Source: an optimization exercise on an open RTL-to-GDS flow (aim: small area). Production flows keep margins and buffers that such runs may drop.
Only simulation tests tie the RTL to the original design; equivalence was not proved.
Power is estimated from default activity; no workload was simulated.

## 01-13
==> flow/design.v <==
package skinny_pkg;
   typedef logic [127:0] block_t;
   typedef logic [63:0]  half_t;   
   typedef logic [7:0]   cell_t;
   typedef logic [5:0]   rc_t;
   typedef logic [7:0]   round_cnt_t;
   typedef enum logic [1:0] {
      TK_LFSR_NONE,
      TK_LFSR2,
      TK_LFSR3
   } tk_lfsr_e;
   localparam int NUM_CELLS = 16;
   localparam rc_t RC_INIT = 6'h01;   
   localparam int DEFAULT_ROUNDS = 56;
   function automatic rc_t rc_next(rc_t rc);
      rc_next = {rc[4:0], ~(rc[5] ^ rc[4])};
   endfunction
   function automatic block_t rc_word(rc_t rc);
      block_t w;
      w = '0;
      w[123:120] = rc[3:0];   
      w[89:88]   = rc[5:4];   
      w[57]      = 1'b1;      
      rc_word = w;
   endfunction
endpackage
`timescale 1ns/1ps
module skinny_sbox8 (
   input  skinny_pkg::cell_t si,
   output skinny_pkg::cell_t so
);
   logic [7:0] a;
   function automatic logic nx(logic x, logic y, logic z);
      nx = ~(x | y) ^ z;
   endfunction
   assign a[0] = nx(si[7], si[6], si[4]);
   assign a[1] = nx(si[3], si[2], si[0]);
   assign a[2] = nx(si[2], si[1], si[6]);
   assign a[3] = nx(a[0],  a[1],  si[5]);
   assign a[4] = nx(a[1],  si[3], si[1]);
   assign a[5] = nx(a[2],  a[3],  si[7]);
   assign a[6] = nx(a[3],  a[0],  si[3]);
   assign a[7] = nx(a[4],  a[5],  si[2]);
   assign so = {a[3], a[0], a[1], a[6], a[4], a[2], a[5], a[7]};
endmodule
`timescale 1ns/1ps
module skinny_round (
   input  logic               clk,
   input  logic               rst,
   input  logic               load,
   input  logic               step,
   input  skinny_pkg::block_t plaintext,
   input  skinny_pkg::half_t  rk1,
   input  skinny_pkg::half_t  rk2,
   input  skinny_pkg::half_t  rk3,
   input  skinny_pkg::rc_t    rc,
   output skinny_pkg::block_t state
);
   skinny_pkg::block_t      sb;
   skinny_pkg::block_t      atk;
   skinny_pkg::block_t      nxt;
   logic [31:0] a0;
   logic [31:0] a1;
   logic [31:0] a2;
   logic [31:0] a3;
   logic [31:0] s0;
   logic [31:0] s1;
   logic [31:0] s2;
   logic [31:0] s3;
   logic [31:0] m0;
   logic [31:0] m1;
   logic [31:0] m2;
   logic [31:0] m3;
   genvar i;
   for (i = 0; i < skinny_pkg::NUM_CELLS; i = i + 1) begin : g_sbox
      skinny_sbox8 sbox_i (
         .si (state[127-8*i -: 8]),
         .so (sb[127-8*i -: 8])
      );
   end
   assign atk = sb ^ {rk1 ^ rk2 ^ rk3, 64'h0} ^ skinny_pkg::rc_word(rc);
   assign a0 = atk[127:96];
   assign a1 = atk[95:64];
   assign a2 = atk[63:32];
   assign a3 = atk[31:0];
   assign s0 = a0;
   assign s1 = {a1[7:0], a1[31:8]};
   assign s2 = {a2[15:0], a2[31:16]};
   assign s3 = {a3[23:0], a3[31:24]};
   assign m1 = s0;
   assign m2 = s1 ^ s2;
   assign m3 = s0 ^ s2;
   assign m0 = s3 ^ m3;
   assign nxt = {m0, m1, m2, m3};
   always_ff @(posedge clk) begin
      if (load) begin
         state <= plaintext;
      end else if (step) begin
         state <= nxt;
      end
   end
endmodule
`timescale 1ns/1ps
module skinny_tweakey #(
   parameter skinny_pkg::tk_lfsr_e TK_LFSR = skinny_pkg::TK_LFSR_NONE
) (
   input  logic               clk,
   input  logic               rst,
   input  logic               load,
   input  logic               step,
   input  skinny_pkg::block_t tk_in,
   output skinny_pkg::half_t  rk_half
);
   localparam logic [63:0] PT = {4'd9, 4'd15, 4'd8, 4'd13, 4'd10, 4'd14, 4'd12, 4'd11,
                                 4'd0, 4'd1, 4'd2, 4'd3, 4'd4, 4'd5, 4'd6, 4'd7};
   skinny_pkg::block_t tk;
   skinny_pkg::block_t tk_perm;
   skinny_pkg::block_t tk_next;
   function automatic skinny_pkg::cell_t lane_lfsr(skinny_pkg::cell_t c);
      case (TK_LFSR)
         skinny_pkg::TK_LFSR2: lane_lfsr = {c[6:0], c[7] ^ c[5]};
         skinny_pkg::TK_LFSR3: lane_lfsr = {c[0] ^ c[6], c[7:1]};
         default:  lane_lfsr = c;   
      endcase
   endfunction
   genvar i;
   for (i = 0; i < skinny_pkg::NUM_CELLS; i = i + 1) begin : g_perm
      assign tk_perm[127-8*i -: 8] = tk[127-8*PT[63-4*i -: 4] -: 8];
   end
   for (i = 0; i < skinny_pkg::NUM_CELLS / 2; i = i + 1) begin : g_lfsr
      assign tk_next[127-8*i -: 8] = lane_lfsr(tk_perm[127-8*i -: 8]);
   end
   assign tk_next[63:0] = tk_perm[63:0];
   always_ff @(posedge clk) begin
      if (load) tk <= tk_in;
      else      tk <= tk_next;
   end
   assign rk_half = tk[127:64];
endmodule
`timescale 1ns/1ps
module skinny_ctrl #(
   parameter int NUM_ROUNDS = skinny_pkg::DEFAULT_ROUNDS
) (
   input  logic            clk,
   input  logic            rst,
   input  logic            start,
   output logic            load,
   output logic            step,
   output skinny_pkg::rc_t rc,
   output logic            busy,
   output logic            done
);
   logic       last;
   assign load = start & ~busy;   
   assign step = busy;
   assign last = (rc == 6'h0a);
   always_ff @(posedge clk) begin
      if (rst) begin
         busy <= 1'b0;
         done <= 1'b0;
      end else begin
         done <= 1'b0;
         if (load) begin
            busy <= 1'b1;
         end else if (step && last) begin
            busy <= 1'b0;
            done <= 1'b1;
         end
      end
   end
   always_ff @(posedge clk) begin
      if (load) rc <= skinny_pkg::RC_INIT;
      else      rc <= skinny_pkg::rc_next(rc);
   end
endmodule
`timescale 1ns/1ps
module skinny_core #(
   parameter int NUM_ROUNDS = skinny_pkg::DEFAULT_ROUNDS
) (
   input  logic               clk,
   input  logic               rst,
   input  logic               start,
   input  skinny_pkg::block_t plaintext,
   input  skinny_pkg::block_t tk1,
   input  skinny_pkg::block_t tk2,
   input  skinny_pkg::block_t tk3,
   output skinny_pkg::block_t ciphertext,
   output logic               busy,
   output logic               done
);
   logic  load;
   logic  step;
   skinny_pkg::rc_t   rc;
   skinny_pkg::half_t rk1;
   skinny_pkg::half_t rk2;
   skinny_pkg::half_t rk3;
   skinny_ctrl #(
      .NUM_ROUNDS (NUM_ROUNDS)
   ) ctrl_i (
      .clk   (clk),
      .rst   (rst),
      .start (start),
      .load  (load),
      .step  (step),
      .rc    (rc),
      .busy  (busy),
      .done  (done)
   );
   skinny_round round_i (
      .clk       (clk),
      .rst       (rst),
      .load      (load),
      .step      (step),
      .plaintext (plaintext),
      .rk1       (rk1),
      .rk2       (rk2),
      .rk3       (rk3),
      .rc        (rc),
      .state     (ciphertext)   
   );
   skinny_tweakey #(.TK_LFSR(skinny_pkg::TK_LFSR_NONE)) tk1_i (
      .clk (clk), .rst (rst), .load (load), .step (step),
      .tk_in   (tk1),
      .rk_half (rk1)
   );
   skinny_tweakey #(.TK_LFSR(skinny_pkg::TK_LFSR2)) tk2_i (
      .clk (clk), .rst (rst), .load (load), .step (step),
      .tk_in   (tk2),
      .rk_half (rk2)
   );
   skinny_tweakey #(.TK_LFSR(skinny_pkg::TK_LFSR3)) tk3_i (
      .clk (clk), .rst (rst), .load (load), .step (step),
      .tk_in   (tk3),
      .rk_half (rk3)
   );
endmodule
clock: 4.0 ns
lec_check: 0
cap_margin: 20
core_margin: 2
core_utilization: 40
slew_margin: 20
run.sh (not shown) runs the stock make flow with config.mk's settings and CLKGATE_MAP_FILE= SYNTH_SCRIPT=/design/flow/synth_recipe.tcl, a recipe that flattens the netlist after the stock synthesis.
Edits applied to the flow inputs when going from 01-13 to 03-15:
--- a/flow/design.v
+++ b/flow/design.v
@@ -92,9 +92,11 @@
    assign m3 = s0 ^ s2;
    assign m0 = s3 ^ m3;
    assign nxt = {m0, m1, m2, m3};
    always_ff @(posedge clk) begin
-      if (load) begin
+      if (rst) begin
+         state <= '0;
+      end else if (load) begin
          state <= plaintext;
       end else if (step) begin
          state <= nxt;
       end
@@ -131,10 +133,15 @@
       assign tk_next[127-8*i -: 8] = lane_lfsr(tk_perm[127-8*i -: 8]);
    end
    assign tk_next[63:0] = tk_perm[63:0];
    always_ff @(posedge clk) begin
-      if (load) tk <= tk_in;
-      else      tk <= tk_next;
+      if (rst) begin
+         tk <= '0;
+      end else if (load) begin
+         tk <= tk_in;
+      end else if (step) begin
+         tk <= tk_next;
+      end
    end
    assign rk_half = tk[127:64];
 endmodule
 `timescale 1ns/1ps
@@ -149,29 +156,34 @@
    output skinny_pkg::rc_t rc,
    output logic            busy,
    output logic            done
 );
+   skinny_pkg::round_cnt_t cnt;   
    logic       last;
    assign load = start & ~busy;   
    assign step = busy;
-   assign last = (rc == 6'h0a);
+   assign last = (cnt == skinny_pkg::round_cnt_t'(NUM_ROUNDS - 1));
    always_ff @(posedge clk) begin
       if (rst) begin
          busy <= 1'b0;
          done <= 1'b0;
+         cnt  <= '0;
+         rc   <= '0;
       end else begin
          done <= 1'b0;
          if (load) begin
             busy <= 1'b1;
-         end else if (step && last) begin
-            busy <= 1'b0;
-            done <= 1'b1;
+            cnt  <= '0;
+            rc   <= skinny_pkg::RC_INIT;
+         end else if (step) begin
+            cnt <= cnt + 1'b1;
+            rc  <= skinny_pkg::rc_next(rc);
+            if (last) begin
+               busy <= 1'b0;
+               done <= 1'b1;
+            end
          end
       end
-   end
-   always_ff @(posedge clk) begin
-      if (load) rc <= skinny_pkg::RC_INIT;
-      else      rc <= skinny_pkg::rc_next(rc);
    end
 endmodule
 `timescale 1ns/1ps
 module skinny_core #(
Notes after the runs:
Number of CTS-inserted buffers, 03-15 vs 01-13: up by a little under 10%. Of 01-13 and 03-15, the higher synthesized cell count belongs to 03-15. 03-15: highest clock frequency the design can meet 5.8 MHz below 01-13. On 03-15: final worst setup slack is 0.058 ns lower than what 01-13 gave. Total iterations of the first detailed-routing run: 01-13 and 03-15 compared, lower one is 01-13. Summary of 03-15 over 01-13: via count now larger; global-route usage now smaller.


Setup of trial 68:
skinny_core, a different RTL version from the one above (not shown whole).
Size: ~1600 cells after synthesis, about 530 flip-flops, ~0.018 mm^2 of cells after synthesis.
==> module skinny_ctrl, before the edit <==
module skinny_ctrl (
   input  logic            clk,
   input  logic            rst,
   input  logic            start,
   output logic            load,
   output logic            col,      
   output logic [3:0]      colk,     
   output logic [3:1]      rot,      
   output logic            lfsr_en,
   output skinny_pkg::rc_t rc,
   output logic            busy,
   output logic            done
);
   skinny_pkg::phase_t t;
   logic last;
   logic pre;
   assign load = start & ~busy;   
   assign last = (rc == skinny_pkg::RC_LAST);
   assign colk[0] = busy & (t == 5'd0);
   assign colk[1] = busy & (t == 5'd14);
   assign colk[2] = busy & (t == 5'd18);
   assign colk[3] = busy & (t == 5'd26);
   assign col     = |colk;
   assign pre    = busy & ~last;
   assign rot[1] = pre & (t >= 5'd28);
   assign rot[2] = pre & (t >= 5'd29);
   assign rot[3] = pre & (t == 5'd30);
   assign lfsr_en = t[0] & ~t[4];
   always_ff @(posedge clk) begin
      if (rst) begin
         busy <= 1'b0;
         done <= 1'b0;
      end else begin
         done <= 1'b0;
         if (load) begin
            busy <= 1'b1;
         end else if (colk[3] && last) begin
            busy <= 1'b0;
            done <= 1'b1;
         end
      end
   end
   always_ff @(posedge clk) begin
      if (load) begin
         t  <= '0;
         rc <= skinny_pkg::RC_INIT;
      end else if (t == skinny_pkg::PH_LAST) begin
         t  <= '0;
         rc <= skinny_pkg::rc_next(rc);
      end else begin
         t  <= t + 1'b1;
      end
   end
endmodule
Settings: LEC_CHECK=0, CAP_MARGIN=20, CORE_MARGIN=2, CORE_UTILIZATION=50, PLACE_DENSITY=0.65, SLEW_MARGIN=20; clock period 4.0 ns.
standard.sh (not shown) runs the stock make flow with config.mk's settings and CLKGATE_MAP_FILE= SYNTH_SCRIPT=/design/flow/synth_recipe.tcl, a recipe that flattens the netlist after the stock synthesis.
==> flow/flow/run.sh <==
#!/bin/bash
# The standard layout (standard.sh) with three changes:
#  - synthesis maps logic with an area-oriented ABC script (flow/abc_area.script);
#    everything else in synthesis, flip-flop mapping included, is the standard one
#  - port buffers use the smallest buffer cell
#  - clock tree built from small clock buffers, without dummy loads
set -euo pipefail
W=$(pwd)
cat > my_synth.tcl <<TCL
proc abc {args} {
  set i [lsearch -exact \$args -script]
  if { \$i >= 0 } { lset args [expr {\$i + 1}] $W/flow/abc_area.script }
  yosys abc {*}\$args
}
source $W/synth_recipe.tcl
TCL
sed "s#SYNTH_SCRIPT=[^ ]*#SYNTH_SCRIPT=$W/my_synth.tcl#" standard.sh > my_standard.sh
grep -q "SYNTH_SCRIPT=$W/my_synth.tcl" my_standard.sh
export BUFFER_PORTS_ARGS="-buffer_cell sky130_fd_sc_hd__buf_1"
export CTS_ARGS="-sink_clustering_enable -repair_clock_nets -buf_list sky130_fd_sc_hd__clkbuf_8 -root_buf sky130_fd_sc_hd__clkbuf_8 -sink_clustering_size 16 -sink_clustering_max_diameter 60 -dont_use_dummy_load"
bash my_standard.sh > standard.log 2>&1
==> flow/flow/abc_area.script <==
strash
dch
amap
topo
Inputs modified between trial 68 and build 17:
--- a/flow/design.v
+++ b/flow/design.v
@@ -144,7 +144,7 @@
    assign colk[2] = busy & (t == 5'd18);
    assign colk[3] = busy & (t == 5'd26);
    assign col     = |colk;
-   assign pre    = busy & ~last;
+   assign pre    = busy;   
    assign rot[1] = pre & (t >= 5'd28);
    assign rot[2] = pre & (t >= 5'd29);
    assign rot[3] = pre & (t == 5'd30);
==> summary.txt <==
Of build 17 and trial 68, it is build 17 that has the higher data required time of the worst path. Cell count after placement delta (trial 68 -> build 17): insignificant. In build 17 relative to trial 68, met2 layer wire length in the routed design had gone up by a few percent. Build 17 vs trial 68 on worst setup slack: build 17 is the lower one. Global-route usage over all layers was lower in the run labelled build 17. Re layout overhead on the synthesized area: build 17 is 0.43 points down on trial 68. There was hardly any difference in minimum hold slack between trial 68 and build 17. As far as internal power of the cells is concerned, trial 68 and build 17 perform about the same. In build 17 relative to trial 68, non-clock buffer count had gone up slightly. Compared with trial 68, placement density in the core of build 17 is lower.

re-timing with driven ports:
In the flow no input, the clock included, has a driving cell. The finished layouts below were timed again as built, in two steps.
Step 1 assumes that a clkbuf_16 drives the clock port and a buf_2 every other input.
Step 2 times the ports against the registers' clock, not the clock port: input delays grow and output delays shrink by t, the midpoint of the rising clock arrivals with the driver on.
a / b / c = ideal / step 1 / step 2; a / b = the first two.
run	shift t [ns]	setup slack, ns	worst setup path at the end	worst register clock-pin slew, ns	worst data-port slew with drivers (ns)
01-13	0.685	0.863 / 0.863 / 0.863	register to register	0.07 / 0.07	0.15
03-15	0.693	0.805 / 0.805 / 0.805	register to register	0.06 / 0.06	0.17
trial 68	0.610	0.812 / 0.812 / 0.812	register to register	0.10 / 0.10	0.11
build 17	0.619	0.399 / 0.399 / 0.399	register to register	0.11 / 0.11	0.11
After both steps every run listed still meets setup and hold.
